Context: an optimization exercise on an open-source flow, tuned for a short achievable clock period, few clock cycles per item and low power. The choices shown serve that exercise and are no tape-out recipe.
The RTL was checked by simulation tests, not by an equivalence proof against the original design.
Power and IR drop assume default switching activity.

==> design/flow/design.v <==
package riscv_hart_pkg;
	localparam int XLEN = 32;
	localparam logic [31:0] PER_BASE = 32'h8000_0000;
	typedef enum logic [6:0] {
		OP     = 7'b0110011,
		OP_IMM = 7'b0010011,
		LUI    = 7'b0110111,
		LOAD   = 7'b0000011,
		STORE  = 7'b0100011,
		BRANCH = 7'b1100011,
		JAL    = 7'b1101111
	} opcode_e;
	typedef enum logic [3:0] {
		ALU_ADD,
		ALU_SUB,
		ALU_AND,
		ALU_OR,
		ALU_XOR,
		ALU_SLT,
		ALU_PASSB,
		ALU_EQ
	} alu_op_e;
	typedef enum logic [3:0] {
		EXC_NONE,
		EXC_ILLEGAL,
		EXC_LOAD_MISALIGN,
		EXC_STORE_MISALIGN
	} exc_e;
	typedef enum logic [2:0] {S_FETCH, S_EXEC, S_MEM, S_WB, S_HALT} core_state_e;
endpackage
`timescale 1ns/1ps
import riscv_hart_pkg::*;
module riscv_alu (
	input  logic            sub_i,    
	input  logic [3:0]      fn_i,     
	input  logic [XLEN-1:0] a_i,
	input  logic [XLEN-1:0] b_i,
	output logic [XLEN-1:0] result_o,
	output logic            equal_o
);
	logic [XLEN-1:0] sum;
	logic            less;
	assign sum     = a_i + b_i + {{(XLEN-1){1'b0}}, sub_i};
	assign less    = (a_i[XLEN-1] == b_i[XLEN-1]) ? a_i[XLEN-1] : sum[XLEN-1];
	assign equal_o = (a_i == b_i);
	always_comb begin
		case (fn_i)
			4'b0001: result_o = {{(XLEN-1){1'b0}}, less};
			4'b0010: result_o = a_i ^ b_i;
			4'b0100: result_o = a_i | b_i;
			4'b1000: result_o = a_i & b_i;
			default: result_o = sum;
		endcase
	end
endmodule
`timescale 1ns/1ps
import riscv_hart_pkg::*;
module riscv_regfile (
	input  logic            clock_bus_i,
	input  logic [4:0]      rs1_addr_i,
	input  logic [4:0]      rs2_addr_i,
	output logic [XLEN-1:0] rs1_data_o,
	output logic [XLEN-1:0] rs2_data_o,
	input  logic            rd_we_i,
	input  logic [4:0]      rd_addr_i,
	input  logic [XLEN-1:0] rd_data_i
);
	logic [XLEN-1:0] regs [1:31];
	always_ff @(posedge clock_bus_i) begin
		if (rd_we_i && rd_addr_i != 5'd0)
			regs[rd_addr_i] <= rd_data_i;
	end
	assign rs1_data_o = (rs1_addr_i == 5'd0) ? '0 : regs[rs1_addr_i];
	assign rs2_data_o = (rs2_addr_i == 5'd0) ? '0 : regs[rs2_addr_i];
endmodule
`timescale 1ns/1ps
import riscv_hart_pkg::*;
module riscv_hart_core #(
	parameter logic [XLEN-1:0] RESET_PC = 32'h0000_0000
) (
	input  logic            clock_bus_i,
	input  logic            reset_i,
	output logic            inst_req_o,
	output logic [XLEN-1:0] inst_addr_o,
	input  logic [XLEN-1:0] inst_data_i,
	input  logic            inst_done_i,
	output logic            data_mreq_o,
	output logic            data_preq_o,
	output logic            data_wren_o,
	output logic [XLEN-1:0] data_addr_o,
	output logic [XLEN-1:0] data_data_o,
	input  logic [XLEN-1:0] mem_data_i,
	input  logic            mem_done_i,
	input  logic [XLEN-1:0] per_data_i,
	output logic [XLEN-1:0] data_ref_addr_o,
	output logic [3:0]      exception_o
);
	logic            f_req;       
	logic            f_busy;      
	logic [XLEN-1:0] f_pc;        
	logic            d_valid;
	logic            d_pred;      
	logic [XLEN-1:0] ir;
	logic [XLEN-1:0] d_pc;
	logic            x_valid;
	logic [XLEN-1:0] x_a, x_b;    
	logic [11:0]     x_imm;       
	logic [XLEN-1:0] x_pc;
	logic [4:0]      x_rd;
	logic            x_we;        
	logic            x_mem, x_st, x_br, x_pred, x_bne, x_sub;
	logic            x_misal;     
	logic [3:0]      x_fn;
	logic            m_mreq;      
	logic            m_preq;      
	logic            m_rw;
	logic            m_we;        
	logic [4:0]      m_rd;
	logic [XLEN-1:0] m_addr, m_wdata, m_pc;
	logic [3:0]      exc;
	logic            m_valid;
	assign m_valid = m_mreq | m_preq;
	logic [6:0] opc;
	logic [2:0] f3;
	logic [4:0] rs1, rs2, rd;
	assign opc = ir[6:0];
	assign f3  = ir[14:12];
	assign rs1 = ir[19:15];
	assign rs2 = ir[24:20];
	assign rd  = ir[11:7];
	logic d_op, d_opi, d_lui, d_ld, d_st, d_br, d_jal;
	assign d_op  = (opc == OP);
	assign d_opi = (opc == OP_IMM);
	assign d_lui = (opc == LUI);
	assign d_ld  = (opc == LOAD);
	assign d_st  = (opc == STORE);
	assign d_br  = (opc == BRANCH);
	assign d_jal = (opc == JAL);
	logic d_illegal;
	assign d_illegal = !((d_op && f3 != 3'b001 && f3 != 3'b011 && f3 != 3'b101) ||
	                     (d_opi && (f3 == 3'b000 || f3 == 3'b100 || f3 == 3'b110 || f3 == 3'b111)) ||
	                     d_lui || d_jal ||
	                     ((d_ld || d_st) && f3 == 3'b010) ||
	                     (d_br && f3[2:1] == 2'b00));
	logic d_use1, d_use2, d_we, d_sub;
	assign d_use1 = d_op | d_opi | d_ld | d_st | d_br;
	assign d_use2 = d_op | d_st | d_br;
	assign d_we   = (d_op | d_opi | d_lui | d_ld | d_jal) && (rd != 5'd0);
	assign d_sub  = d_op && (f3 == 3'b010 || (f3 == 3'b000 && ir[30]));
	logic [XLEN-1:0] imm_i, imm_u;
	assign imm_i = {{20{ir[31]}}, ir[31:20]};
	assign imm_u = {ir[31:12], 12'b0};
	logic [XLEN-1:0] rf_a, rf_b;
	logic            rf_we;
	logic [4:0]      rf_wa;
	logic [XLEN-1:0] rf_wd;
	riscv_regfile regfile_inst (
		.clock_bus_i (clock_bus_i),
		.rs1_addr_i  (rs1),
		.rs2_addr_i  (rs2),
		.rs1_data_o  (rf_a),
		.rs2_data_o  (rf_b),
		.rd_we_i     (rf_we),
		.rd_addr_i   (rf_wa),
		.rd_data_i   (rf_wd)
	);
	logic haz;
	assign haz = (x_valid && x_we && ((d_use1 && x_rd == rs1) || (d_use2 && x_rd == rs2))) ||
	             (m_we && ((d_use1 && m_rd == rs1) || (d_use2 && m_rd == rs2)));
	logic [XLEN-1:0] alu_res;
	logic            alu_eq;
	riscv_alu alu_inst (
		.sub_i    (x_sub),
		.fn_i     (x_fn),
		.a_i      (x_a),
		.b_i      (x_b),
		.result_o (alu_res),
		.equal_o  (alu_eq)
	);
	logic [XLEN-1:0] x_addr, x_alt;
	logic            x_mispred;
	assign x_addr    = x_a + {{20{x_imm[11]}}, x_imm};
	assign x_alt     = x_pc + (x_pred ? 32'd4 : {{19{x_imm[11]}}, x_imm, 1'b0});
	assign x_mispred = (alu_eq ^ x_bne) != x_pred;
	logic f_free, f_done;
	assign f_done = f_busy && inst_done_i;
	assign f_free = (!f_busy && !f_req) || f_done;
	logic m_free;
	assign m_free = !m_mreq;
	logic x_done_nb, x_redirect, x_handoff, x_exc_pend;
	assign x_done_nb  = x_mem ? (m_free && !x_misal) : !(x_we && m_we);    
	assign x_redirect = x_valid && x_br && x_mispred && f_free;
	assign x_handoff  = x_valid && x_mem && m_free && !x_misal;
	assign x_exc_pend = x_valid && x_mem && x_misal;
	logic x_free, d_issue;
	assign x_free  = !x_valid || (!x_br && x_done_nb);
	assign d_issue = d_valid && !d_illegal && !haz && x_free;
	logic x_wr;
	assign x_wr  = x_valid && x_we && !x_mem && !m_we;
	assign rf_we = m_we || x_wr;
	assign rf_wa = m_we ? m_rd : x_rd;
	assign rf_wd = m_we ? (m_preq ? per_data_i : mem_data_i) : alu_res;
	logic            in_jal, in_pred, in_sign;
	logic [13:0]     in_lo_b;     
	logic [21:0]     in_lo_j;     
	logic [18:0]     hi_b, hi_b_inc, hi_b_dec;
	logic [10:0]     hi_j, hi_j_inc, hi_j_dec;
	logic [XLEN-1:0] tgt_b, tgt_j, in_tgt;
	assign in_jal  = (inst_data_i[6:0] == JAL);
	assign in_pred = in_jal || ((inst_data_i[6:0] == BRANCH) && (inst_data_i[31] || inst_data_i[12]));
	assign in_sign = inst_data_i[31];
	assign in_lo_b = {1'b0, f_pc[12:0]} +
	                 {1'b0, inst_data_i[31], inst_data_i[7], inst_data_i[30:25], inst_data_i[11:8], 1'b0};
	logic [13:0] in_lo_j13;
	logic [8:0]  in_mid_j0, in_mid_j1;
	assign in_lo_j13 = {1'b0, f_pc[12:0]} + {1'b0, inst_data_i[20], inst_data_i[30:21], 1'b0};
	assign in_mid_j0 = {1'b0, f_pc[20:13]} + {1'b0, inst_data_i[31], inst_data_i[19:13]};
	assign in_mid_j1 = {1'b0, f_pc[20:13]} + {1'b0, inst_data_i[31], inst_data_i[19:13]} + 9'd1;
	assign in_lo_j   = {in_lo_j13[13] ? in_mid_j1 : in_mid_j0, in_lo_j13[12:0]};
	always_comb begin
		logic c, b;
		hi_b = f_pc[31:13];
		c = 1'b1;
		b = 1'b1;
		for (int i = 0; i < 19; i++) begin
			hi_b_inc[i] = hi_b[i] ^ c;
			hi_b_dec[i] = hi_b[i] ^ b;
			c = c & hi_b[i];
			b = b & !hi_b[i];
		end
		hi_j = f_pc[31:21];
		c = 1'b1;
		b = 1'b1;
		for (int i = 0; i < 11; i++) begin
			hi_j_inc[i] = hi_j[i] ^ c;
			hi_j_dec[i] = hi_j[i] ^ b;
			c = c & hi_j[i];
			b = b & !hi_j[i];
		end
	end
	assign tgt_b = {(in_lo_b[13] == in_sign) ? hi_b : in_lo_b[13] ? hi_b_inc : hi_b_dec, in_lo_b[12:0]};
	assign tgt_j = {(in_lo_j[21] == in_sign) ? hi_j : in_lo_j[21] ? hi_j_inc : hi_j_dec, in_lo_j[20:0]};
	assign in_tgt = in_jal ? tgt_j : tgt_b;
	logic accept, want, f_start, f_busy_n;
	assign accept   = f_done && (!d_valid || d_issue);
	assign f_start  = f_req && !f_busy;
	assign f_busy_n = f_start || (f_busy && !inst_done_i);
	logic       exc_now;
	logic [3:0] exc_code;
	always_comb begin
		exc_now  = 1'b0;
		exc_code = EXC_NONE;
		if (!m_valid && !f_busy && !f_req && (exc == 4'd0)) begin
			if (x_exc_pend) begin
				exc_now  = 1'b1;
				exc_code = x_st ? EXC_STORE_MISALIGN : EXC_LOAD_MISALIGN;
			end else if (!x_valid && d_valid && d_illegal) begin
				exc_now  = 1'b1;
				exc_code = EXC_ILLEGAL;
			end
		end
	end
	assign want = (exc == 4'd0) && !x_exc_pend && !(d_valid && d_illegal && !x_redirect);
	always_ff @(posedge clock_bus_i) begin
		if (reset_i) begin
			f_req   <= 1'b0;
			f_busy  <= 1'b0;
			f_pc    <= RESET_PC;
			d_valid <= 1'b0;
			x_valid <= 1'b0;
			m_mreq  <= 1'b0;
			m_preq  <= 1'b0;
			m_we    <= 1'b0;
			exc     <= EXC_NONE;
		end else begin
			f_busy <= f_busy_n;
			f_req  <= f_busy_n || want;
			if (accept && in_pred && !x_redirect)
				f_pc <= in_tgt;
			else if (x_redirect)
				f_pc <= x_alt;
			else if (accept)
				f_pc <= f_pc + 32'd4;
			if (x_redirect)
				d_valid <= 1'b0;
			else if (accept)
				d_valid <= 1'b1;
			else if (d_issue)
				d_valid <= 1'b0;
			x_valid <= d_issue || (x_valid && !(x_br ? (!x_mispred || f_free) : x_done_nb));
			if (x_handoff) begin
				m_mreq <= !x_addr[31];
				m_preq <= x_addr[31];
				m_we   <= x_we;
			end else if (m_preq || (m_mreq && mem_done_i)) begin
				m_mreq <= 1'b0;
				m_preq <= 1'b0;
				m_we   <= 1'b0;
			end
			if (exc_now)
				exc <= exc_code;
		end
	end
	always_ff @(posedge clock_bus_i) begin
		if (accept) begin
			ir     <= inst_data_i;
			d_pc   <= f_pc;
			d_pred <= in_pred;
		end
		if (x_free) begin
			x_a     <= d_jal ? d_pc : d_lui ? '0 : rf_a;
			x_b     <= d_use2 ? (d_sub ? ~rf_b : rf_b) : d_lui ? imm_u : d_jal ? 32'd4 : imm_i;
			x_imm   <= d_st ? {ir[31:25], ir[11:7]} : d_br ? {ir[31], ir[7], ir[30:25], ir[11:8]} : ir[31:20];
			x_pc    <= d_pc;
			x_rd    <= rd;
			x_we    <= d_we;
			x_mem   <= d_ld || d_st;
			x_st    <= d_st;
			x_br    <= d_br;
			x_pred  <= d_pred;
			x_bne   <= f3[0];
			x_sub   <= d_sub;
			x_misal <= (rf_a[1:0] + (d_st ? ir[8:7] : ir[21:20])) != 2'b00;
			x_fn    <= !(d_op || d_opi)  ? 4'b0000 :
			           (f3 == 3'b010) ? 4'b0001 :
			           (f3 == 3'b100) ? 4'b0010 :
			           (f3 == 3'b110) ? 4'b0100 :
			           (f3 == 3'b111) ? 4'b1000 : 4'b0000;
		end
		if (x_handoff) begin
			m_rw    <= x_st;
			m_rd    <= x_rd;
			m_addr  <= x_addr;
			m_wdata <= x_b;
			m_pc    <= x_pc;
		end
	end
	assign inst_req_o      = f_req;
	assign inst_addr_o     = f_pc;
	assign data_mreq_o     = m_mreq;
	assign data_preq_o     = m_preq;
	assign data_wren_o     = m_rw;
	assign data_addr_o     = m_addr;
	assign data_data_o     = m_wdata;
	assign data_ref_addr_o = m_pc;
	assign exception_o     = exc;
endmodule
`timescale 1ns/1ps
import riscv_hart_pkg::*;
module port_switch (
	input  logic            core_mreq_i,
	input  logic            core_preq_i,
	input  logic            core_wren_i,
	input  logic [XLEN-1:0] core_addr_i,
	input  logic [XLEN-1:0] core_data_i,
	output logic            memory_req_o,
	output logic            memory_wren_o,
	output logic [XLEN-1:0] memory_addr_o,
	output logic [XLEN-1:0] memory_data_o,
	output logic            peripheral_req_o,
	output logic            peripheral_wren_o,
	output logic [XLEN-1:0] peripheral_addr_o,
	output logic [XLEN-1:0] peripheral_data_o
);
	assign memory_req_o      = core_mreq_i;
	assign memory_wren_o     = core_wren_i;
	assign memory_addr_o     = core_addr_i;
	assign memory_data_o     = core_data_i;
	assign peripheral_req_o  = core_preq_i;
	assign peripheral_wren_o = core_wren_i;
	assign peripheral_addr_o = core_addr_i;
	assign peripheral_data_o = core_data_i;
endmodule
`timescale 1ns/1ps
import riscv_hart_pkg::*;
module riscv_hart_top #(
	parameter logic [XLEN-1:0] RESET_PC = 32'h0000_0000
) (
	input  logic            clock_bus_i,
	input  logic            reset_i,
	output logic [3:0]      exception_bus_o,
	output logic [XLEN-1:0] inst_addr_o,
	output logic            mem_req0_o,
	output logic [XLEN-1:0] mem_add0_o,
	input  logic [XLEN-1:0] mem_data0_i,
	input  logic            mem_done0_i,
	output logic            mem_req1_o,
	output logic            mem_rw1_o,
	output logic [XLEN-1:0] mem_add1_o,
	output logic [XLEN-1:0] mem_data1_o,
	input  logic [XLEN-1:0] mem_data1_i,
	input  logic            mem_done1_i,
	output logic            per_req_o,
	output logic            per_rw_o,
	output logic [XLEN-1:0] per_add_o,
	output logic [XLEN-1:0] per_data_o,
	input  logic [XLEN-1:0] per_data_i
);
	logic            hart_mreq;
	logic            hart_preq;
	logic            hart_rw;
	logic [XLEN-1:0] hart_add;
	logic [XLEN-1:0] hart_wdata;
	riscv_hart_core #(
		.RESET_PC (RESET_PC)
	) hart_inst (
		.clock_bus_i     (clock_bus_i),
		.reset_i         (reset_i),
		.inst_req_o      (mem_req0_o),
		.inst_addr_o     (mem_add0_o),
		.inst_data_i     (mem_data0_i),
		.inst_done_i     (mem_done0_i),
		.data_mreq_o     (hart_mreq),
		.data_preq_o     (hart_preq),
		.data_wren_o     (hart_rw),
		.data_addr_o     (hart_add),
		.data_data_o     (hart_wdata),
		.mem_data_i      (mem_data1_i),
		.mem_done_i      (mem_done1_i),
		.per_data_i      (per_data_i),
		.data_ref_addr_o (inst_addr_o),
		.exception_o     (exception_bus_o)
	);
	port_switch peripheral_switch_inst (
		.core_mreq_i       (hart_mreq),
		.core_preq_i       (hart_preq),
		.core_wren_i       (hart_rw),
		.core_addr_i       (hart_add),
		.core_data_i       (hart_wdata),
		.memory_req_o      (mem_req1_o),
		.memory_wren_o     (mem_rw1_o),
		.memory_addr_o     (mem_add1_o),
		.memory_data_o     (mem_data1_o),
		.peripheral_req_o  (per_req_o),
		.peripheral_wren_o (per_rw_o),
		.peripheral_addr_o (per_add_o),
		.peripheral_data_o (per_data_o)
	);
endmodule
==> design/flow/run.sh <==
#!/bin/bash
# synth_recipe.tcl (not shown) runs the flow's synth.tcl, then flattens the netlist and writes it again
# the make line also repeats each setting of config.mk as NAME=value (left out here)
make -C /OpenROAD-flow-scripts/flow DESIGN_CONFIG=/design/flow/config.mk WORK_HOME=/design/flow/orfs CLKGATE_MAP_FILE= SYNTH_SCRIPT=/design/flow/synth_recipe.tcl finish
==> design/flow/config.mk <==
export PLATFORM = sky130hd
export DESIGN_NAME = riscv_hart_top
export DESIGN_NICKNAME = riscv_hart_top
export VERILOG_FILES = /design/flow/design.v
export SDC_FILE = /design/flow/constraint.sdc
export NUM_CORES = 4
export LEC_CHECK = 0
export ABC_CLOCK_PERIOD_IN_PS = 3000
export CAP_MARGIN = 30
export CORE_MARGIN = 2
export CORE_UTILIZATION = 40
export CTS_BUF_LIST = sky130_fd_sc_hd__clkbuf_8
export CTS_CLUSTER_DIAMETER = 50
export CTS_CLUSTER_SIZE = 16
export SETUP_SLACK_MARGIN = 5
export SLEW_MARGIN = 30
==> design/flow/constraint.sdc <==
create_clock -name core_clock -period 9.0 [get_ports {clock_bus_i}]
set_input_delay 1.8000 -clock core_clock [delete_from_list [all_inputs] [get_ports {clock_bus_i}]]
set_output_delay 1.8000 -clock core_clock [all_outputs]
set_load 0.01 [all_outputs]
==> results of run 1 <==
[cell families (layout without fill, tap and decap cells)]
kind of cell / after synthesis / in the layout / share of synthesized area [%]
XOR/XNOR: 163 / 163 / 2.11
multiplexers: 753 / 753 / 21.5
buffers and inverters: 460 / 870 / 2.92
other: 1 / 4 / 0.00548
AO/OA/AOI/OAI: 762 / 767 / 7.03
adder cells (fa/ha/maj): 161 / 161 / 3.03
AND/OR/NAND/NOR: 804 / 805 / 5.51
flip-flops: 1335 / 1335 / 57.9
[layer usage]
layer | share of wire (%) | up-vias | track usage [%]
met3 | 8.9 | 470 | 4.51
li1 | - | 18400 | -
met2 | 47 | 2375 | 40.7
met1 | 39 | 23200 | 34.5
met4 | 5.2 | 8 | 11.9
met5 | 0.015 | - | 0
[what timing repair did]
item / in CTS / in global routing
cloned: 4 / 4
endpoints found under the setup margin: 645 / 420
buffers inserted: 58 / 21
resized for setup: 132 / 94
hold endpoints to repair: 0 / 0
pin swaps: 43 / 42
[sequential cells by signal, indices dropped and copies added (netlist names), 2 cells and up, named ones only]
signal	flops
hart_inst.x_rd	5
hart_inst.x_b	32
hart_inst.m_pc	32
hart_inst.f_pc	32
hart_inst.exc	2
hart_inst.m_addr	32
hart_inst.x_a	32
hart_inst.ir	32
hart_inst.d_pc	32
hart_inst.m_wdata	32
hart_inst.x_fn	4
hart_inst.regfile_inst.regs	992
hart_inst.m_rd	5
hart_inst.x_imm	12
hart_inst.x_pc	32
[power by group]
part	switching, W	total [W]	internal, W
combinational	0.00169	0.00276	0.00107
clock	0.00247	0.00435	0.00189
sequential	0.000148	0.00753	0.00738
total	0.00430	0.0146	0.0103
[layout by cell type (no fill, tap or decap), types with 136 or more instances in the layout]
master           netlist  layout
mux4_2               574     574
ha_1                 153     136
edfxtp_1            1284    1284
clkdlybuf4s50_1        0     281
buf_4                 68     145
a21oi_1              269     237
nor2_1               267     225
nand2_1              245     242
mux2i_1              178     169
clkbuf_8               0     146
o21ai_0              168     151
[worst max-delay path by stage]
stage | slack, ps | start | cells after the start | end
finish | 4940 | hart_inst.x_a[0] | 18 | hart_inst.regfile_inst.regs[17][0]
global route | 4760 | hart_inst.x_a[0] | 18 | hart_inst.regfile_inst.regs[8][0]
CTS | 4690 | hart_inst.x_a[0] | 13 | hart_inst.regfile_inst.regs[25][24]
detailed placement | 2890 | mem_data0_i[21] | 14 | hart_inst.f_pc[29]
global placement | 2910 | mem_data0_i[21] | 14 | hart_inst.f_pc[29]
floorplan | 4220 | mem_data0_i[21] | 13 | hart_inst.f_pc[22]
[layout make-up]
| class | instances | area [sq um] | area share, % |
|---|---|---|---|
| Inverter | 121 | 454 | 0.573 |
| Multi-Input combinational cell | 2651 | 28400 | 35.7 |
| Tap cell | 2218 | 2780 | 3.50 |
| Clock inverter | 101 | 1010 | 1.28 |
| Clock buffer | 146 | 2010 | 2.53 |
| Timing Repair Buffer | 502 | 5060 | 6.38 |
| Antenna cell | 2 | 5.00 | 0.00631 |
| Sequential cell | 1335 | 39600 | 50.0 |
[metrics by stage]
step                      power, W  cell area [sq um]  worst slack (ps)  utilization, %  hold slack, ps
after floorplan            0.00918              68600              4220               -             400
after global placement      0.0101              74200              2910            43.7             432
after detailed placement    0.0102              74400              2890            43.8             434
after CTS                   0.0146              78600              4690            46.3             456
after global routing        0.0151              79300              4760            46.8             469
final                       0.0146              79300              4940            46.8             457
==> results_dict.tcl, run 1 <==
set metrics [dict create \
    path_class "register to register" \
    maxCapViolations 0 \
    via_per_inst 6.29 \
    crit_path_max_fanout 16 \
    core_area_sq_mm 0.170 \
    die_y_um 418 \
    worstPathArrival_ps 4830 \
    overflow 0 \
    r2r_slack_ps 4940 \
    root_buffer "clkbuf_8" \
    clkSinkCount 1335 \
    cts_tree "done" \
    ys_seq_area_share_pct 57.9 \
    synth_most_common_cell "edfxtp_1" \
    cp_cell_sequence "fa_2 > a21o_1 > nand4_1 > a21oi_2 > nor3_2 > o311ai_1 > buf_4 > a211o_1 > nor4b_4 > o41ai_2 > nand3_1 > nand2_2 > fa_2 > o21ai_2 > a221oi_4 > buf_12 > a21oi_4 > buf_12" \
    fillCellCount 14500 \
    yosys-top-cells-count "edfxtp_1 (1,284), mux4_2 (574), a21oi_1 (269)" \
    synth_seq_cells 1335 \
    drive_gt1_share_pct 26.2 \
    synthesis.instances 4439 \
    grt_max_degree 118 \
    grt_setup_unrepaired "yes" \
    finalCritPeriodShare_pct 45.1 \
    worstSetupStartpointType "register" \
    critPathBufInv 3 \
    cp_slowest_cell "edfxtp_1" \
    critPathTopFamily "compound AO/OA/AOI/OAI gates" \
    slowest_delay_ps 480 \
    die_area_sq_mm 0.174 \
    grt_pass1_vias 42900 \
    yosysTopAreaCell "edfxtp_1" \
    skew_ps 50.7 \
    track_usage_pct 25.6 \
    layoutNonFillerInstCount 7076 \
    rows 151 \
    ir_worst_vdd_mv 0.174 \
    synth_area_per_cell_sq_um 15.4 \
    cp-end-kind "register" \
    min_from "hart_inst.d_pc[16]" \
    netlist_area_sq_mm 0.0684 \
    place_congestion 0.935 \
    drcViolationCount 0 \
    hold_path_end "hart_inst.x_pc[16]" \
    required_ps 9770 \
    routed_wl_mm 227 \
    setup_violations 0 \
    post_synth_num_cell_types 87 \
    port_buffers 298 \
    synthFlopType "edfxtp_1" \
    finalSetupTns_ps 0 \
    dp.cells 6735 \
    status "timing/DRC/antenna clean" \
    ios 301 \
    hold_depth 0 \
    final_nets 5011 \
    yosys_warnings 3 \
    p_per_area_mw_per_mm2 185 \
    antenna_left 0 \
    reg2reg_to "hart_inst.regfile_inst.regs[17][0]" \
    tightestPinTransition_ps 1050 \
    synth.top_cells.by_area "edfxtp_1 (56%), mux4_2 (19%), ha_1 (2.8%)" \
    grt_first_pass_wirelength_mm 318 \
    async_flop_share_pct 0 \
    fin_crit_ps 4060 \
    grt_antenna_before_repair 11 \
    cts_hold_buf 0 \
    avgRoutedWirePerCell_um 32.1 \
    numCtsBuffers 139 \
    dp_hpwl_mm 142 \
    ctsHtreeMaxLevel 4 \
    insertion_delay_ps 950 \
    p_leak_nw 26.2 \
    die_width_um 418 \
    clkTransAtPathRegs_ps 100 \
    vias 44500 \
    reg2regPathDepth 18 \
    synth_top_area_share_pct 56.4 \
    area_growth_pct 16.0 \
    slew-limit-headroom_pct 27.7 \
    r2r-start "hart_inst.x_a[0]" \
    slew_violations 0 \
    fmax_ghz 0.246 \
    synth_edf_count 1284 \
    clock_path_buffers 3 \
    finalHoldViolCount 0 \
    drt_iter0_drc 5198 \
    start_util_pct 40.3 \
    hold_path_class "register to register" \
    drtPass1Iterations 6 \
]
Testbench counts, summed over its fixed seeds: cycles 31,496, instrs 15,403.
==> run 2: changes to the inputs <==
==> design/flow/flow/run.sh (new file) <==
#!/bin/bash
set -euo pipefail
sed -e 's/SETUP_SLACK_MARGIN=[0-9.]*/SETUP_SLACK_MARGIN=5.5/' standard.sh > standard_margin.sh
bash standard_margin.sh > standard.log 2>&1
==> design/flow/standard.sh (new file) <==
#!/bin/bash
# synth_recipe.tcl (not shown) runs the flow's synth.tcl, then flattens the netlist and writes it again
# the make line also repeats each setting of config.mk as NAME=value (left out here)
make -C /OpenROAD-flow-scripts/flow DESIGN_CONFIG=/design/flow/config.mk WORK_HOME=/design/flow/orfs CLKGATE_MAP_FILE= SYNTH_SCRIPT=/design/flow/synth_recipe.tcl "${@:-finish}"
removed: design/flow/run.sh
==> results_dict.tcl, run 2 <==
set metrics [dict create \
    finalSetupTns_ps 0 \
    antenna_left 0 \
    final_cell_mix "edfxtp_1 (1,284), mux4_2 (574), nand2_1 (233), a21oi_1 (230), nor2_1 (227)" \
    clkSinkCount 1335 \
    cts_hold_buf 0 \
    finalWorstSetupSlack_ps 4920 \
    synth_seq_cells 1335 \
    worstPathArrival_ps 4890 \
    p_switching_w 0.00462 \
    switching_share_pct 29.8 \
    die_width_um 418 \
    pwr-share-seq_pct 48.3 \
    routed_wl_mm 233 \
    cp-end-kind "register" \
    final_common_cell "edfxtp_1" \
    critPathTopFamily "compound AO/OA/AOI/OAI gates" \
    synthFlopType "edfxtp_1" \
    synth_top_area_share_pct 56.4 \
    hold_path_class "register to register" \
    use_met1_pct 33.1 \
    post_synth_num_cell_types 87 \
    ir_worst_vdd_mv 0.159 \
    drtPass1Iterations 8 \
    dp_hpwl_mm 137 \
    drcViolationCount 0 \
    die_y_um 418 \
    pwr-share-comb_pct 22.3 \
    synth_most_common_cell "edfxtp_1" \
    grt_max_degree 108 \
    ys_seq_area_share_pct 57.9 \
    internal_power_w 0.0109 \
    final_nets 5161 \
    r2r_slack_ps 4940 \
    area_growth_pct 19.8 \
    skew_ps 66.5 \
    synth_edf_count 1284 \
    clock_path_buffers 3 \
    insertion_delay_ps 970 \
    fin_crit_ps 4080 \
    dp_slack_ps 2840 \
    required_ps 9810 \
    setup_violations 0 \
    async_flop_share_pct 0 \
    rows 151 \
    drive_gt1_share_pct 31.4 \
    port_buffers 298 \
    slew_violations 0 \
    critPathBufInv 4 \
    place_congestion 0.930 \
    yosys-top-cells-count "edfxtp_1 (1,284), mux4_2 (574), a21oi_1 (269)" \
    p_per_area_mw_per_mm2 189 \
    p_leak_nw 27.7 \
    maxCapViolations 0 \
    synth.top_cells.by_area "edfxtp_1 (56%), mux4_2 (19%), ha_1 (2.8%)" \
    synth_area_per_cell_sq_um 15.4 \
    slew-limit-headroom_pct 23.5 \
    power_frac_clock_pct 29.3 \
    path_class "input port to register" \
    vias 45300 \
    crit_path_max_fanout 2 \
    die_area_sq_mm 0.174 \
    finalCritPeriodShare_pct 45.3 \
    fmax_ghz 0.245 \
    cp_cell_sequence "buf_8 > ha_4 > inv_2 > fa_2 > nand2b_4 > a2111o_1 > a41oi_4 > nand4_4 > a211oi_4 > buf_4 > buf_6 > xnor2_4 > or4_1 > a31oi_2 > o21a_1 > o32ai_2" \
    grt_pass1_vias 43800 \
    final_util_pct 48.3 \
    grt_first_pass_wirelength_mm 321 \
    grt_setup_unrepaired "yes" \
    largest_reg_flops 992 \
    numCtsBuffers 145 \
    synthesis.instances 4439 \
    grt_busiest_layer "met2" \
    avgRoutedWirePerCell_um 32.2 \
    grt_antenna_before_repair 12 \
    status "timing/DRC/antenna clean" \
    fillCellCount 14400 \
    cp_slowest_cell "a2111o_1" \
    use_met3_pct 4.72 \
    track_usage_pct 25.9 \
    finalHoldViolCount 0 \
    ios 301 \
    slowest_delay_ps 480 \
    yosysTopAreaCell "edfxtp_1" \
    largest_register "hart_inst.regfile_inst.regs" \
    clkTransAtPathRegs_ps 100 \
    root_buffer "clkbuf_8" \
    worstSetupStartpointType "input port" \
    via_per_inst 6.25 \
    start_util_pct 40.3 \
    overflow 0 \
    tightestPinTransition_ps 1120 \
    core_area_sq_mm 0.170 \
    yosys_warnings 3 \
    met2_usage_pct 41.8 \
    cts_tree "done" \
    netlist_area_sq_mm 0.0684 \
    place_area_sq_mm 0.0744 \
    ctsHtreeMaxLevel 4 \
    design_area_sq_mm 0.0820 \
    drt_iter0_drc 5380 \
]
run 2: stage by stage:
stage               power (W)  cells  hold WS [ps]
floorplan             0.00920   4440           400
global placement       0.0101   6728           434
detailed placement     0.0102   6730           426
CTS                    0.0151   7152           448
global route           0.0160   7243           470
finish                 0.0155   7245           452
run 2: worst register-to-register path, delay by kind of cell, from the launching register on:
| kind | cells | cell delay [ps] |
|---|---|---|
| AO/OA/AOI/OAI | 8 | 1320 |
| AND/OR/NAND/NOR | 5 | 840 |
| adder cells (fa/ha/maj) | 2 | 760 |
| buffers and inverters | 3 | 490 |
| flip-flops | 1 | 410 |
run 2: path summary, 6_finish.rpt:
check,to,from,depth (start not counted)
setup / recovery,hart_inst.f_pc[31],mem_data0_i[21],16
hold / removal,hart_inst.x_pred,hart_inst.d_pred,0
setup reg to reg,hart_inst.regfile_inst.regs[26][0],hart_inst.x_a[0],18
hold reg to reg,hart_inst.x_pred,hart_inst.d_pred,0
run 2: final cells by class:
cell class,count,area [sq um],area share (%)
Sequential cell,1335,39700,48.5
Multi-Input combinational cell,2659,28900,35.3
Timing Repair Buffer,638,6800,8.30
Tap cell,2218,2780,3.39
Clock buffer,149,2050,2.50
Clock inverter,118,1190,1.46
Inverter,121,467,0.569
Antenna cell,7,17.5,0.0214
run 2: layer usage:
| metal | up-vias | part of all wire, % |
|---|---|---|
| met5 | - | 0.012 |
| met4 | 4 | 6.5 |
| met3 | 555 | 8.8 |
| met2 | 2557 | 47 |
| met1 | 23400 | 37 |
| li1 | 18800 | - |
run 2: repair_timing:
action | CTS | global route
pin swaps | 74 | 63
setup endpoints to repair | 1534 | 1156
gates resized for setup | 747 | 170
buffers inserted | 133 | 57
cloned | 22 | 28
run 2: power by group through the flow:
| stage | Clock [W] | Combinational, W | Sequential [W] |
|---|---|---|---|
| 6_report | 0.00455 | 0.00346 | 0.00749 |
| 5_1_grt | 0.00485 | 0.00364 | 0.00750 |
| 4_1_cts | 0.00462 | 0.00296 | 0.00750 |
| 3_5_place_dp | 0 | 0.00252 | 0.00767 |
| 3_3_place_gp | 0 | 0.00246 | 0.00767 |
| 2_1_floorplan | 0 | 0.00163 | 0.00758 |
run 2: cell families after synthesis:
logic type | Yosys count | share of synthesized area (%)
other cells | 1 | 0.00548
compound gates | 762 | 7.03
xor+xnor | 163 | 2.11
mux | 753 | 21.5
flops | 1335 | 57.9
fa+ha+maj | 161 | 3.03
simple gates | 804 | 5.51
buf+inv | 460 | 2.92
==> run 3: changes to the inputs <==
--- a/design/flow/design.v
+++ b/design/flow/design.v
@@ -104,11 +104,11 @@
 	logic [XLEN-1:0] d_pc;
 	logic            x_valid;
 	logic [XLEN-1:0] x_a, x_b;    
-	logic [11:0]     x_imm;       
+	logic [19:0]     x_imm;       
 	logic [XLEN-1:0] x_pc;
 	logic [4:0]      x_rd;
 	logic            x_we;        
-	logic            x_mem, x_st, x_br, x_pred, x_bne, x_sub;
+	logic            x_mem, x_st, x_br, x_jal, x_pred, x_bne, x_sub;
 	logic            x_misal;     
 	logic [3:0]      x_fn;
 	logic            m_mreq;      
@@ -179,21 +179,23 @@
 	);
 	logic [XLEN-1:0] x_addr, x_alt;
 	logic            x_mispred;
-	assign x_addr    = x_a + {{20{x_imm[11]}}, x_imm};
-	assign x_alt     = x_pc + (x_pred ? 32'd4 : {{19{x_imm[11]}}, x_imm, 1'b0});
-	assign x_mispred = (alu_eq ^ x_bne) != x_pred;
+	assign x_addr    = x_a + {{20{x_imm[11]}}, x_imm[11:0]};
+	assign x_alt     = x_pc + (x_pred ? 32'd4 : {{11{x_imm[19]}}, x_imm, 1'b0});
+	assign x_mispred = x_jal ? !x_pred : ((alu_eq ^ x_bne) != x_pred);
 	logic f_free, f_done;
 	assign f_done = f_busy && inst_done_i;
 	assign f_free = (!f_busy && !f_req) || f_done;
 	logic m_free;
 	assign m_free = !m_mreq;
-	logic x_done_nb, x_redirect, x_handoff, x_exc_pend;
+	logic x_ctl, x_done_nb, x_done_ctl, x_redirect, x_handoff, x_exc_pend;
+	assign x_ctl      = x_br || x_jal;
 	assign x_done_nb  = x_mem ? (m_free && !x_misal) : !(x_we && m_we);    
-	assign x_redirect = x_valid && x_br && x_mispred && f_free;
+	assign x_done_ctl = (!x_mispred || f_free) && !(x_we && m_we);
+	assign x_redirect = x_valid && x_ctl && x_mispred && f_free && !(x_we && m_we);
 	assign x_handoff  = x_valid && x_mem && m_free && !x_misal;
 	assign x_exc_pend = x_valid && x_mem && x_misal;
 	logic x_free, d_issue;
-	assign x_free  = !x_valid || (!x_br && x_done_nb);
+	assign x_free  = !x_valid || (!x_ctl && x_done_nb);
 	assign d_issue = d_valid && !d_illegal && !haz && x_free;
 	logic x_wr;
 	assign x_wr  = x_valid && x_we && !x_mem && !m_we;
@@ -201,46 +203,30 @@
 	assign rf_wa = m_we ? m_rd : x_rd;
 	assign rf_wd = m_we ? (m_preq ? per_data_i : mem_data_i) : alu_res;
 	logic            in_jal, in_pred, in_sign;
-	logic [13:0]     in_lo_b;     
-	logic [21:0]     in_lo_j;     
-	logic [18:0]     hi_b, hi_b_inc, hi_b_dec;
-	logic [10:0]     hi_j, hi_j_inc, hi_j_dec;
-	logic [XLEN-1:0] tgt_b, tgt_j, in_tgt;
+	logic [11:0]     in_off;      
+	logic [13:0]     in_lo;
+	logic [18:0]     hi, hi_inc, hi_dec;
+	logic [XLEN-1:0] in_tgt;
 	assign in_jal  = (inst_data_i[6:0] == JAL);
-	assign in_pred = in_jal || ((inst_data_i[6:0] == BRANCH) && (inst_data_i[31] || inst_data_i[12]));
 	assign in_sign = inst_data_i[31];
-	assign in_lo_b = {1'b0, f_pc[12:0]} +
-	                 {1'b0, inst_data_i[31], inst_data_i[7], inst_data_i[30:25], inst_data_i[11:8], 1'b0};
-	logic [13:0] in_lo_j13;
-	logic [8:0]  in_mid_j0, in_mid_j1;
-	assign in_lo_j13 = {1'b0, f_pc[12:0]} + {1'b0, inst_data_i[20], inst_data_i[30:21], 1'b0};
-	assign in_mid_j0 = {1'b0, f_pc[20:13]} + {1'b0, inst_data_i[31], inst_data_i[19:13]};
-	assign in_mid_j1 = {1'b0, f_pc[20:13]} + {1'b0, inst_data_i[31], inst_data_i[19:13]} + 9'd1;
-	assign in_lo_j   = {in_lo_j13[13] ? in_mid_j1 : in_mid_j0, in_lo_j13[12:0]};
+	assign in_pred = (in_jal && (inst_data_i[19:12] == {8{in_sign}})) ||
+	                 ((inst_data_i[6:0] == BRANCH) && (in_sign || inst_data_i[12]));
+	assign in_off  = {in_sign, inst_data_i[3] ? inst_data_i[20] : inst_data_i[7], inst_data_i[30:25],
+	                  inst_data_i[3] ? inst_data_i[24:21] : inst_data_i[11:8]};
+	assign in_lo   = {1'b0, f_pc[12:0]} + {1'b0, in_off, 1'b0};
 	always_comb begin
 		logic c, b;
-		hi_b = f_pc[31:13];
+		hi = f_pc[31:13];
 		c = 1'b1;
 		b = 1'b1;
 		for (int i = 0; i < 19; i++) begin
-			hi_b_inc[i] = hi_b[i] ^ c;
-			hi_b_dec[i] = hi_b[i] ^ b;
-			c = c & hi_b[i];
-			b = b & !hi_b[i];
-		end
-		hi_j = f_pc[31:21];
-		c = 1'b1;
-		b = 1'b1;
-		for (int i = 0; i < 11; i++) begin
-			hi_j_inc[i] = hi_j[i] ^ c;
-			hi_j_dec[i] = hi_j[i] ^ b;
-			c = c & hi_j[i];
-			b = b & !hi_j[i];
+			hi_inc[i] = hi[i] ^ c;
+			hi_dec[i] = hi[i] ^ b;
+			c = c & hi[i];
+			b = b & !hi[i];
 		end
 	end
-	assign tgt_b = {(in_lo_b[13] == in_sign) ? hi_b : in_lo_b[13] ? hi_b_inc : hi_b_dec, in_lo_b[12:0]};
-	assign tgt_j = {(in_lo_j[21] == in_sign) ? hi_j : in_lo_j[21] ? hi_j_inc : hi_j_dec, in_lo_j[20:0]};
-	assign in_tgt = in_jal ? tgt_j : tgt_b;
+	assign in_tgt = {(in_lo[13] == in_sign) ? hi : in_lo[13] ? hi_inc : hi_dec, in_lo[12:0]};
 	logic accept, want, f_start, f_busy_n;
 	assign accept   = f_done && (!d_valid || d_issue);
 	assign f_start  = f_req && !f_busy;
@@ -287,7 +273,7 @@
 				d_valid <= 1'b1;
 			else if (d_issue)
 				d_valid <= 1'b0;
-			x_valid <= d_issue || (x_valid && !(x_br ? (!x_mispred || f_free) : x_done_nb));
+			x_valid <= d_issue || (x_valid && !(x_ctl ? x_done_ctl : x_done_nb));
 			if (x_handoff) begin
 				m_mreq <= !x_addr[31];
 				m_preq <= x_addr[31];
@@ -310,13 +296,16 @@
 		if (x_free) begin
 			x_a     <= d_jal ? d_pc : d_lui ? '0 : rf_a;
 			x_b     <= d_use2 ? (d_sub ? ~rf_b : rf_b) : d_lui ? imm_u : d_jal ? 32'd4 : imm_i;
-			x_imm   <= d_st ? {ir[31:25], ir[11:7]} : d_br ? {ir[31], ir[7], ir[30:25], ir[11:8]} : ir[31:20];
+			x_imm   <= d_st  ? {{8{ir[31]}}, ir[31:25], ir[11:7]} :
+			           d_br  ? {{8{ir[31]}}, ir[31], ir[7], ir[30:25], ir[11:8]} :
+			           d_jal ? {ir[31], ir[19:12], ir[20], ir[30:21]} : {{8{ir[31]}}, ir[31:20]};
 			x_pc    <= d_pc;
 			x_rd    <= rd;
 			x_we    <= d_we;
 			x_mem   <= d_ld || d_st;
 			x_st    <= d_st;
 			x_br    <= d_br;
+			x_jal   <= d_jal;
 			x_pred  <= d_pred;
 			x_bne   <= f3[0];
 			x_sub   <= d_sub;
==> design/flow/run.sh (new file) <==
#!/bin/bash
# synth_recipe.tcl (not shown) runs the flow's synth.tcl, then flattens the netlist and writes it again
# the make line also repeats each setting of config.mk as NAME=value (left out here)
make -C /OpenROAD-flow-scripts/flow DESIGN_CONFIG=/design/flow/config.mk WORK_HOME=/design/flow/orfs CLKGATE_MAP_FILE= SYNTH_SCRIPT=/design/flow/synth_recipe.tcl finish
removed: design/flow/flow/run.sh
removed: design/flow/standard.sh
==> results_dict.tcl, run 3 <==
set metrics [dict create \
    grt_setup_unrepaired "yes" \
    place_congestion 0.931 \
    via_per_inst 6.29 \
    reg2regPathDepth 9 \
    pwr-share-comb_pct 16.5 \
    die_width_um 415 \
    cp_slowest_cell "dfxtp_4" \
    yosys-top-cells-count "edfxtp_1 (1,293), mux4_2 (574), a21oi_1 (273)" \
    rows 150 \
    power_frac_clock_pct 30.0 \
    grt_first_pass_wirelength_mm 313 \
    core_area_sq_mm 0.168 \
    slew-limit-headroom_pct 1.55 \
    setup_violations 0 \
    reg2reg_to "hart_inst.x_b[26]" \
    synth_area_per_cell_sq_um 15.8 \
    finalCritPeriodShare_pct 44.2 \
    fmax_ghz 0.252 \
    endpoint "hart_inst.x_b[26]" \
    internal_power_w 0.0100 \
    finalPower_w 0.0140 \
    finalSetupTns_ps 0 \
    drt_iter0_drc 5138 \
    synth_top_area_share_pct 57.4 \
    final_cell_mix "edfxtp_1 (1,293), mux4_2 (574), clkdlybuf4s50_1 (285), a21oi_1 (245), nor2_1 (212)" \
    final_nets 4786 \
    avgRoutedWirePerCell_um 32.8 \
    synth_seq_cells 1344 \
    seq_area_sq_mm 0.0399 \
    drcViolationCount 0 \
    crit_path_max_fanout 69 \
    clkSinkCount 1344 \
    largest_register "hart_inst.regfile_inst.regs" \
    numCtsBuffers 135 \
    start_util_pct 40.4 \
    required_ps 9640 \
    netlist_area_sq_mm 0.0677 \
    cp-end-kind "register" \
    whs_ps 433 \
    grt_pass1_vias 41800 \
    p_per_area_mw_per_mm2 181 \
    status "timing/DRC/antenna clean" \
    yosysTopAreaCell "edfxtp_1" \
    hold_path_class "register to register" \
    root_buffer "clkbuf_8" \
    vias 43100 \
    finalHoldViolCount 0 \
    ctsHtreeMaxLevel 4 \
    ys_seq_area_share_pct 58.9 \
    synthFlopType "edfxtp_1" \
    cts_hold_buf 0 \
    synthesis.instances 4280 \
    path_class "register to register" \
    area_growth_pct 14.3 \
    track_usage_pct 25.4 \
    port_buffers 298 \
    clkTransAtPathRegs_ps 100 \
    final_common_cell "edfxtp_1" \
    routed_wl_mm 224 \
    antenna_left 0 \
    multi_input_area_sq_mm 0.0269 \
    overflow 0 \
    grt_max_degree 134 \
    cp_cell_sequence "buf_16 > buf_16 > mux4_2 > mux4_2 > mux2i_1 > nor2_1 > xnor2_1 > nor2_1 > a21oi_1" \
    tightestPinTransition_ps 1440 \
    worstSetupStartpointType "register" \
    fin_crit_ps 3970 \
    r2r_slack_ps 5030 \
    async_flop_share_pct 0 \
    p_leak_nw 25.6 \
    largest_reg_flops 992 \
    slowest_delay_ps 750 \
    pwr-share-seq_pct 53.5 \
    switching_share_pct 28.3 \
    fillCellCount 14400 \
    drtPass1Iterations 6 \
    slew_violations 0 \
    synth_most_common_cell "edfxtp_1" \
    maxCapViolations 0 \
    post_synth_num_cell_types 86 \
    cts_tree "done" \
    worstPathArrival_ps 4620 \
    die_y_um 415 \
    insertion_delay_ps 940 \
    drive_gt1_share_pct 25.1 \
    clock_path_buffers 3 \
    synth.top_cells.by_area "edfxtp_1 (57%), mux4_2 (19%), ha_1 (2.6%)" \
    p_switching_w 0.00396 \
    dp_hpwl_mm 137 \
    yosys_warnings 3 \
    grt_antenna_before_repair 10 \
    synth_edf_count 1293 \
    ir_worst_vdd_mv 0.161 \
    ios 301 \
    die_area_sq_mm 0.172 \
    skew_ps 62.7 \
]
-- run 3: kinds of logic after synthesis --
family / synth area share, %
flops: 58.9
mux: 22.0
compound gates: 6.65
simple gates: 5.00
buf+inv: 2.90
fa+ha+maj: 2.77
xor+xnor: 1.82
other cells: 0.00554
-- run 3: cell type report --
cell class              count  area share, %
clock inverters            99           1.21
inverters                 110          0.551
clock buffers             139           2.47
repair buffers            453           5.83
flip-flops and latches   1344           51.6
multi-input cells        2496           34.8
well taps                2204           3.56
diodes                      3        0.00970
-- run 3: through the flow --
stage	setup WS [ps]	util (%)	std cells	area (sq um)
3_5_place_dp	3050	43.8	6560	73400
4_1_cts	4830	45.8	6813	76700
5_1_grt	4920	46.2	6848	77400
6_report	5030	46.2	6848	77400
3_3_place_gp	3110	43.7	6560	73300
2_1_floorplan	4300	-	4281	67800
-- run 3: routing by layer --
layer | vias to the layer above | routed length [um] | global-route usage (%)
met4 | 4 | 10800 | 11.4
met2 | 2284 | 109000 | 41.3
met3 | 450 | 19000 | 4.10
met5 | - | 27 | 0
li1 | 17700 | - | -
met1 | 22600 | 85700 | 33.7
-- run 3: worst min-delay path by stage --
stage	end	start	slack, ps	cells after the start
after CTS	hart_inst.x_pred	hart_inst.d_pred	430	0
after floorplan	hart_inst.x_pred	hart_inst.d_pred	400	0
after global routing	hart_inst.x_pred	hart_inst.d_pred	440	0
final	hart_inst.x_pred	hart_inst.d_pred	430	0
after detailed placement	hart_inst.x_pred	hart_inst.d_pred	410	0
after global placement	hart_inst.x_pred	hart_inst.d_pred	400	0
-- run 3: critical path, delay by kind of cell, from the launching register on --
family,cells,cell delay [ps]
and+or+nand+nor,2,280
AOI/OAI and AO/OA,1,50
muxes,3,1450
xor gates and xnor gates,1,180
DFF,1,750
buffers and inverters,2,750
-- run 3: power by group through the flow --
stage	combinational, W	sequential (W)	clock, W
CTS	0.00221	0.00749	0.00427
detailed placement	0.00216	0.00763	0
global route	0.00247	0.00749	0.00448
global placement	0.00211	0.00763	0
floorplan	0.00137	0.00755	0
finish	0.00231	0.00748	0.00419
-- run 3: repair_timing --
action	CTS	global route
resized for setup	72	89
gates cloned	2	4
endpoints found under the setup margin	443	416
pin swaps	19	28
setup buffers	13	28
Testbench counts of run 3, summed over its fixed seeds: cycles 31,496, instrs 15,403.
==> run 4: changes to the inputs <==
--- a/design/flow/design.v
+++ b/design/flow/design.v
@@ -249,7 +249,7 @@
 	assign want = (exc == 4'd0) && !x_exc_pend && !(d_valid && d_illegal && !x_redirect);
 	always_ff @(posedge clock_bus_i) begin
 		if (reset_i) begin
-			f_req   <= 1'b0;
+			f_req   <= 1'b1;    
 			f_busy  <= 1'b0;
 			f_pc    <= RESET_PC;
 			d_valid <= 1'b0;
==> results_dict.tcl, run 4 <==
set metrics [dict create \
    status "timing/DRC/antenna clean" \
    synth_area_per_cell_sq_um 15.9 \
    worstSetupStartpointType "input port" \
    clock_path_buffers 3 \
    rows 150 \
    ys_seq_area_share_pct 58.9 \
    area_growth_pct 16.0 \
    synth_mux_area_share_pct 22.1 \
    cts_tree "done" \
    synth_edf_count 1293 \
    synthFlopType "edfxtp_1" \
    drtPass1Iterations 6 \
    fmax_ghz 0.241 \
    finalSetupTns_ps 0 \
    maxCapViolations 0 \
    dp_slack_ps 2610 \
    drcViolationCount 0 \
    ir_worst_vdd_mv 0.169 \
    track_usage_pct 25.1 \
    yosys.area_share.xor_xnor_pct 1.76 \
    insertion_delay_ps 930 \
    grt_pass1_vias 41500 \
    vias 42900 \
    p_leak_nw 26.0 \
    synthAdderAreaFrac_pct 2.76 \
    path_class "input port to register" \
    via_per_inst 6.21 \
    antenna_left 0 \
    slew_violations 0 \
    synthSimpleGateAreaFrac_pct 4.94 \
    largest_register "hart_inst.regfile_inst.regs" \
    synth_top_family_by_area "multiplexers" \
    hold_path_class "register to register" \
    synth_compound_gate_area_share_pct 6.65 \
    core_area_sq_mm 0.168 \
    crit_path_max_fanout 6 \
    slew-limit-headroom_pct 10.7 \
    fin_crit_ps 4140 \
    grt_max_degree 124 \
    synth.top_cells.by_area "edfxtp_1 (57%), mux4_2 (19%), ha_1 (2.6%)" \
    die_area_sq_mm 0.173 \
    final_common_cell "edfxtp_1" \
    cp-end-kind "register" \
    post_synth_num_cell_types 99 \
    met3_length_mm 19.5 \
    final_nets 4845 \
    worstPathArrival_ps 4920 \
    async_flop_share_pct 0 \
    port_buffers 298 \
    finalWorstSetupSlack_ps 4860 \
    grt_antenna_before_repair 11 \
    r2r_slack_ps 5020 \
    start_util_pct 40.4 \
    numCtsBuffers 137 \
    overflow 0 \
    clkSinkCount 1344 \
    dp_hpwl_mm 135 \
    yosys-top-cells-count "edfxtp_1 (1,293), mux4_2 (575), nor2_1 (250)" \
    setup_violations 0 \
    ctsHtreeMaxLevel 4 \
    largest_reg_flops 992 \
    met2_length_mm 108 \
    die_y_um 415 \
    final_cell_mix "edfxtp_1 (1,293), mux4_2 (575), clkdlybuf4s50_1 (288), nor2_1 (217), a21oi_1 (186)" \
    synth_seq_cells 1344 \
    tightestPinTransition_ps 1300 \
    die_width_um 415 \
    met1Wirelength_mm 84.4 \
    routed_wl_mm 221 \
    place_congestion 0.908 \
    ios 301 \
    clkTransAtPathRegs_ps 90 \
    synth_top_area_share_pct 57.3 \
    root_buffer "clkbuf_8" \
    finalHoldViolCount 0 \
    grt_setup_unrepaired "yes" \
    synthesis.instances 4255 \
    p_per_area_mw_per_mm2 191 \
    avgRoutedWirePerCell_um 32.0 \
    drive_gt1_share_pct 27.2 \
    yosys_warnings 3 \
    finalCritPeriodShare_pct 46.0 \
    grt_first_pass_wirelength_mm 309 \
    netlist_area_sq_mm 0.0677 \
    drt_iter0_drc 5414 \
    skew_ps 52.2 \
    highest_layer "met5" \
    synth_most_common_cell "edfxtp_1" \
    yosysTopAreaCell "edfxtp_1" \
    required_ps 9770 \
]
run 4: cell types whose count changed after synthesis, moves of 10 or more:
cell,before,now
a21o_1,63,50
a31oi_1,11,23
xor2_1,39,18
a21oi_1,273,223
buf_2,25,11
inv_1,107,121
nor3_1,51,41
xnor2_1,102,118
a221o_1,2,14
a22oi_1,20,10
a22o_1,6,16
run 4: worst paths after layout:
check	depth (start not counted)	to	startpoint
worst min-delay path	0	hart_inst.x_pc[10]	hart_inst.d_pc[10]
worst max-delay path	17	hart_inst.f_pc[30]	mem_data0_i[3]
worst min register to register	0	hart_inst.x_pc[10]	hart_inst.d_pc[10]
worst max register to register	8	hart_inst.x_b[22]	register
run 4: cell families (layout without fill, tap and decap cells):
group | Yosys count | count (layout)
buffers and inverters | 454 | 903
multiplexers | 771 | 771
AO/OA/AOI/OAI | 705 | 709
AND/OR/NAND/NOR | 698 | 698
flip-flops | 1344 | 1344
adder cells (fa/ha/maj) | 146 | 146
XOR/XNOR | 136 | 136
other | 1 | 7
run 4: report_power, final:
group | switching [W] | internal [W] | total [W]
clock | 0.00238 | 0.00200 | 0.00438
combinational | 0.00181 | 0.00116 | 0.00297
sequential | 0.000133 | 0.00750 | 0.00764
total | 0.00432 | 0.0107 | 0.0150
run 4: metal layers:
metal / global-route usage (%) / vias to the layer above
li1: - / 17900
met1: 32.9 / 22300
met2: 41.4 / 2284
met3: 4.71 / 445
met4: 9.98 / 4
met5: 0 / -
run 4: timing repair:
action | 4_1_cts | 5_1_grt
endpoints found under the setup margin | 546 | 516
hold buffers | 0 | 0
cloned | 5 | 3
setup buffers | 49 | 58
gates resized for setup | 103 | 77
pin swaps | 38 | 39
run 4: worst max-delay path, stage by stage:
cell and delay (ps):
buf_12 110, mux2_4 300, ha_4 160, inv_2 60
fa_2 220, nor2b_2 50, o31a_1 300, o31ai_4 270
o211a_1 240, buf_6 120, o21ai_4 60, a311o_2 480
buf_6 160, nand2_4 70, o21ai_1 70, a221oi_1 310
o22ai_1 130
run 4: cell type report:
type	count	area [sq um]
Timing Repair inverter	1	8.76
Sequential cell	1344	39900
Multi-Input combinational cell	2462	27100
Clock inverter	105	1090
Fill cell	14300	89100
Inverter	123	474
Timing Repair Buffer	530	5230
Clock buffer	144	1980
Antenna cell	5	12.5
Tap cell	2204	2760
run 4: per-stage QoR:
stage          instances  area, sq um  hold WS [ps]  utilization, %  power (W)
5_1_grt             6917        78500           452            46.9     0.0155
4_1_cts             6851        77700           451            46.3     0.0149
3_5_place_dp        6548        73700           435            44.0     0.0104
3_3_place_gp        6541        73400           432            43.8     0.0104
2_1_floorplan       4256        67900           400               -    0.00936
6_report            6918        78500           447            46.9     0.0150
Testbench counts of run 4, summed over its fixed seeds: cycles 31,480, instrs 15,403.
==> run 5: changes to the inputs <==
--- a/design/flow/config.mk
+++ b/design/flow/config.mk
@@ -5,6 +5,7 @@
 export SDC_FILE = /design/flow/constraint.sdc
 export NUM_CORES = 4
 export LEC_CHECK = 0
+export ABC_AREA = 1
 export ABC_CLOCK_PERIOD_IN_PS = 3000
 export CAP_MARGIN = 30
 export CORE_MARGIN = 2
==> results_dict.tcl, run 5 <==
set metrics [dict create \
    place_congestion 1.01 \
    ctsHtreeMaxLevel 4 \
    dp_slack_ps 2950 \
    start_util_pct 40.1 \
    avgRoutedWirePerCell_um 30.0 \
    slew-limit-headroom_pct 28.5 \
    vias 62400 \
    synth_edf_count 1293 \
    synth_area_per_cell_sq_um 9.70 \
    numCtsBuffers 149 \
    ios 301 \
    clkSinkCount 1344 \
    cts_tree "done" \
    dp_hpwl_mm 184 \
    r2r_slack_ps 4930 \
    fin_crit_ps 4070 \
    grt_setup_unrepaired "yes" \
    synth.top_cells.by_area "edfxtp_1 (55%), o21ai_0 (8.8%), nor2_1 (6.0%)" \
    p_leak_nw 27.6 \
    required_ps 9720 \
    routed_wl_mm 294 \
    die_area_sq_mm 0.180 \
    post_synth_num_cell_types 58 \
    maxCapViolations 0 \
    tightestPinTransition_ps 1070 \
    finalWorstSetupSlack_ps 4930 \
    clkTransAtPathRegs_ps 100 \
    whs_ps 471 \
    status "timing/DRC/antenna clean" \
    cp-end-kind "register" \
    async_flop_share_pct 0 \
    finalSetupTns_ps 0 \
    ys_seq_area_share_pct 56.5 \
    synth_seq_cells 1344 \
    final_cell_mix "edfxtp_1 (1,293), o21ai_0 (1,194), nor2_1 (1,094), nand2_1 (612)" \
    port_buffers 298 \
    setup_violations 0 \
    insertion_delay_ps 990 \
    yosysTopAreaCell "edfxtp_1" \
    area_growth_pct 13.2 \
    core_area_sq_mm 0.176 \
    grt_max_degree 213 \
    final_nets 7574 \
    netlist_area_sq_mm 0.0705 \
    worstSetupStartpointType "register" \
    drive_gt1_share_pct 8.47 \
    grt_busiest_layer "met2" \
    synth_top_area_share_pct 55.0 \
    largest_reg_flops 992 \
    die_width_um 424 \
    via_per_inst 6.37 \
    die_y_um 424 \
    overflow 0 \
    worstPathArrival_ps 4790 \
    final_common_cell "edfxtp_1" \
    drt_iter0_drc 9294 \
    largest_register "hart_inst.regfile_inst.regs" \
    crit_path_max_fanout 31 \
    rows 154 \
    yosys-top-cells-count "edfxtp_1 (1,293), o21ai_0 (1,240), nor2_1 (1,121)" \
    synthFlopType "edfxtp_1" \
    grt_pass1_vias 57300 \
    drtPass1Iterations 7 \
    yosys_warnings 3 \
    slew_violations 0 \
    synth_most_common_cell "edfxtp_1" \
    track_usage_pct 31.4 \
    grt_first_pass_wirelength_mm 411 \
    grt_antenna_before_repair 14 \
    finalHoldViolCount 0 \
    use_met1_pct 43.1 \
    root_buffer "clkbuf_8" \
    met2_usage_pct 47.7 \
    path_class "register to register" \
    fmax_ghz 0.246 \
    skew_ps 60.2 \
    final_util_pct 45.4 \
    drcViolationCount 0 \
    use_met3_pct 6.21 \
    hold_path_class "register to register" \
    finalCritPeriodShare_pct 45.2 \
    synthesis.instances 7271 \
    p_per_area_mw_per_mm2 199 \
    ir_worst_vdd_mv 0.168 \
    antenna_left 0 \
    clock_path_buffers 3 \
]
==> run 5: cell count changes in the layout (fill, tap and decap cells not counted), moves of 336 or more <==
cell / delta
o21ai_0: +1064
mux4_2: -575
o221ai_1: +336
nand3_1: +378
nor2_1: +877
nand2_1: +446
==> run 5: final cells by class <==
type / count / area [sq um]
Timing Repair inverter: 1 / 7.51
Clock buffer: 154 / 2120
Tap cell: 2340 / 2930
Inverter: 442 / 1760
Timing Repair Buffer: 475 / 4790
Sequential cell: 1344 / 39900
Fill cell: 16500 / 95900
Multi-Input combinational cell: 4915 / 27200
Clock inverter: 120 / 1120
Antenna cell: 2 / 5.00
==> run 5: cell families after synthesis <==
group / count (synthesis) / share of synthesized area, %
and+or+nand+nor: 2297 / 13.5
DFF: 1344 / 56.5
buffers and inverters: 1015 / 5.96
AOI/OAI and AO/OA: 2347 / 19.9
other: 1 / 0.00532
xor gates and xnor gates: 121 / 1.50
adders and majority gates: 146 / 2.65
==> run 5: layer usage <==
| layer | vias to the layer above | part of all wire [%] | wire length [um] |
|---|---|---|---|
| met5 | - | 0.027 | 79 |
| met4 | 10 | 5.5 | 16100 |
| met3 | 801 | 12 | 36600 |
| met2 | 4530 | 44 | 128000 |
| met1 | 30400 | 38 | 113000 |
| li1 | 26600 | - | - |
==> run 5: final timing paths <==
| path | from | end | depth (start not counted) |
|---|---|---|---|
| max | register | hart_inst.x_misal | 8 |
| min | hart_inst.x_st | hart_inst.m_rw | 0 |
| max reg2reg | register | hart_inst.x_misal | 8 |
| min reg2reg | hart_inst.x_st | hart_inst.m_rw | 0 |
==> run 5: where the power goes <==
| group | internal (W) | switching, W | total (W) |
|---|---|---|---|
| registers | 0.00751 | 0.000201 | 0.00771 |
| clock network | 0.00194 | 0.00262 | 0.00455 |
| logic | 0.000957 | 0.00263 | 0.00359 |
==> run 5: repair_timing <==
action / 4_1_cts / 5_1_grt
pin swaps: 10 / 7
cloned: 3 / 2
hold buffers: 0 / 0
setup buffers: 17 / 18
endpoints found under the setup margin: 439 / 666
gates resized for setup: 50 / 43
==> run 5: through the flow <==
| stage | std cells | instance area, sq um | power [W] |
|---|---|---|---|
| finish | 9793 | 79800 | 0.0159 |
| global route | 9792 | 79800 | 0.0163 |
| CTS | 9763 | 79300 | 0.0157 |
| floorplan | 7272 | 70700 | 0.00963 |
| global placement | 9461 | 75600 | 0.0111 |
| detailed placement | 9469 | 75800 | 0.0112 |
==> run 5: critical path, stage by stage, from the launching register on <==
cell and delay, ps:
dfxtp_4 540, inv_2 590, buf_4 710, a31oi_1 250, a221oi_1 940, ha_1 310, xor2_1 180, xor2_1 170
nand2_1 60
==> run 6: changes to the inputs <==
--- a/design/flow/config.mk
+++ b/design/flow/config.mk
@@ -5,7 +5,6 @@
 export SDC_FILE = /design/flow/constraint.sdc
 export NUM_CORES = 4
 export LEC_CHECK = 0
-export ABC_AREA = 1
 export ABC_CLOCK_PERIOD_IN_PS = 3000
 export CAP_MARGIN = 30
 export CORE_MARGIN = 2
@@ -15,3 +14,4 @@
 export CTS_CLUSTER_SIZE = 16
 export SETUP_SLACK_MARGIN = 5
 export SLEW_MARGIN = 30
+export TNS_END_PERCENT = 20
==> results_dict.tcl, run 6 <==
set metrics [dict create \
    avgRoutedWirePerCell_um 32.0 \
    antenna_left 0 \
    clkTransAtPathRegs_ps 90 \
    internal_power_w 0.0107 \
    final_nets 4774 \
    async_flop_share_pct 0 \
    ctsHtreeMaxLevel 4 \
    drive_gt1_share_pct 25.6 \
    synth_most_common_cell "edfxtp_1" \
    r2r_slack_ps 4880 \
    largest_register "hart_inst.regfile_inst.regs" \
    whs_ps 440 \
    start_util_pct 40.4 \
    die_y_um 415 \
    final_common_cell "edfxtp_1" \
    netlist_area_sq_mm 0.0677 \
    core_area_sq_mm 0.168 \
    hold_path_end "hart_inst.x_pred" \
    slew_violations 0 \
    hold_depth 0 \
    synth_top_area_share_pct 57.3 \
    yosysTopAreaCell "edfxtp_1" \
    p_switching_w 0.00431 \
    maxCapViolations 0 \
    root_buffer "clkbuf_8" \
    track_usage_pct 24.9 \
    rows 150 \
    ir_worst_vdd_mv 0.172 \
    skew_ps 65.4 \
    overflow 0 \
    clkSinkCount 1344 \
    tightestPinTransition_ps 1070 \
    ys_seq_area_share_pct 58.9 \
    grt_pass1_vias 41200 \
    p_per_area_mw_per_mm2 193 \
    required_ps 9660 \
    routed_wl_mm 219 \
    synth_seq_cells 1344 \
    cts_tree "done" \
    fin_crit_ps 4120 \
    yosys-top-cells-count "edfxtp_1 (1,293), mux4_2 (575), nor2_1 (250)" \
    via_per_inst 6.20 \
    finalHoldViolCount 0 \
    p_leak_nw 25.6 \
    min_from "hart_inst.d_pred" \
    insertion_delay_ps 950 \
    drtPass1Iterations 8 \
    drt_iter0_drc 5200 \
    synthFlopType "edfxtp_1" \
    synth_area_per_cell_sq_um 15.9 \
    place_congestion 0.932 \
    finalPower_w 0.0150 \
    design_area_sq_mm 0.0777 \
    grt_first_pass_wirelength_mm 306 \
    finalCritPeriodShare_pct 45.8 \
    numCtsBuffers 139 \
    dp_hpwl_mm 132 \
    vias 42500 \
    path_class "register to register" \
    post_synth_num_cell_types 99 \
    reg2reg_to "hart_inst.x_a[22]" \
    cp-end-kind "register" \
    fmax_ghz 0.243 \
    status "timing/DRC/antenna clean" \
    hold_path_class "register to register" \
    worstSetupStartpointType "register" \
    clock_path_buffers 3 \
    finalSetupTns_ps 0 \
    slew-limit-headroom_pct 28.4 \
    setup_violations 0 \
    fillCellCount 14300 \
    pwr-share-seq_pct 51.1 \
    area_growth_pct 14.7 \
    grt_setup_unrepaired "yes" \
    switching_share_pct 28.7 \
    worstPathArrival_ps 4780 \
    largest_reg_flops 992 \
    yosys_warnings 3 \
    cts_hold_buf 0 \
    die_area_sq_mm 0.173 \
    drcViolationCount 0 \
    die_width_um 415 \
    port_buffers 298 \
    grt_antenna_before_repair 10 \
    synth.top_cells.by_area "edfxtp_1 (57%), mux4_2 (19%), ha_1 (2.6%)" \
    place_area_sq_mm 0.0735 \
    ios 301 \
    final_cell_mix "edfxtp_1 (1,293), mux4_2 (575), clkdlybuf4s50_1 (288), nor2_1 (218), a21oi_1 (192)" \
    synthesis.instances 4255 \
    pwr-share-comb_pct 18.7 \
    reg2regPathDepth 6 \
    power_frac_clock_pct 30.3 \
    crit_path_max_fanout 131 \
    grt_max_degree 138 \
    synth_edf_count 1293 \
]
==> run 6: changes by cell type in the layout (fill, tap and decap cells not counted), sizes merged, moves of 175 or more <==
| cell | delta |
|---|---|
| inv | -314 |
| mux2i | +175 |
| mux4 | +575 |
| nand2 | -457 |
| nand3 | -388 |
| nor2 | -883 |
| o21ai | -1099 |
| o221ai | -336 |
==> run 6: worst max path at each step <==
stage / startpoint / to
finish: register / hart_inst.x_a[22]
global route: mem_data0_i[3] / hart_inst.f_pc[31]
CTS: hart_inst.x_a[0] / hart_inst.regfile_inst.regs[28][0]
detailed placement: mem_data0_i[3] / hart_inst.f_pc[28]
global placement: mem_data0_i[31] / hart_inst.f_pc[17]
floorplan: hart_inst.x_misal / hart_inst.f_pc[28]
==> run 6: kinds of logic after synthesis <==
family / share of synthesized area, %
muxes: 22.1
AOI/OAI and AO/OA: 6.65
other: 0.00554
and+or+nand+nor: 4.94
adders and majority gates: 2.76
xor gates and xnor gates: 1.76
DFF: 58.9
buffers and inverters: 2.96
==> run 6: metal layers <==
layer	up-vias	share of wire [%]	GRT usage (%)
met2	2098	49	41.4
met4	6	4.5	10.7
met5	-	0.016	0
met1	22300	38	32.2
li1	17700	-	-
met3	408	8.2	4.34
==> run 6: critical path, stage by stage, from the launching register on <==
cell     delay [ps]
dfxtp_4         540
buf_12          590
buf_4           870
mux4_2          430
mux4_2          470
mux2i_1         610
o21ai_0         160
==> run 6: area by class of cell <==
type | instances | area [sq um] | share of cell area, %
Timing Repair Buffer | 459 | 4470 | 5.76
Tap cell | 2204 | 2760 | 3.55
Inverter | 123 | 474 | 0.610
Clock inverter | 115 | 1250 | 1.61
Sequential cell | 1344 | 39900 | 51.4
Multi-Input combinational cell | 2461 | 26900 | 34.6
Antenna cell | 4 | 10.0 | 0.0129
Clock buffer | 142 | 1950 | 2.52
==> run 6: what timing repair did <==
item / CTS / global route
pin swaps: 29 / 18
setup endpoints to repair: 537 / 615
setup buffers: 30 / 15
resized for setup: 77 / 47
cloned: 2 / 2
==> run 6: power groups by stage <==
stage,Sequential [W],Clock (W),Combinational (W)
2_1_floorplan,0.00771,0,0.00165
3_3_place_gp,0.00780,0,0.00257
3_5_place_dp,0.00780,0,0.00263
4_1_cts,0.00765,0.00459,0.00271
5_1_grt,0.00766,0.00482,0.00299
6_report,0.00765,0.00454,0.00280
==> run 6: stage by stage <==
| step | worst slack (ps) | instances | utilization, % |
|---|---|---|---|
| after floorplan | 3000 | 4256 | - |
| after global placement | 2680 | 6540 | 43.8 |
| after detailed placement | 2610 | 6540 | 43.9 |
| after CTS | 4760 | 6829 | 46.1 |
| after global routing | 4830 | 6850 | 46.3 |
| final | 4880 | 6852 | 46.3 |

Re-timed with assumed drivers on the ports (clkbuf_16 on the clock, buf_2 on other inputs), run 6 has 4.821 ns of setup slack against 4.882 ns with ideal ports, and 3.928 ns once port delays also move by the mid clock arrival of 0.993 ns.
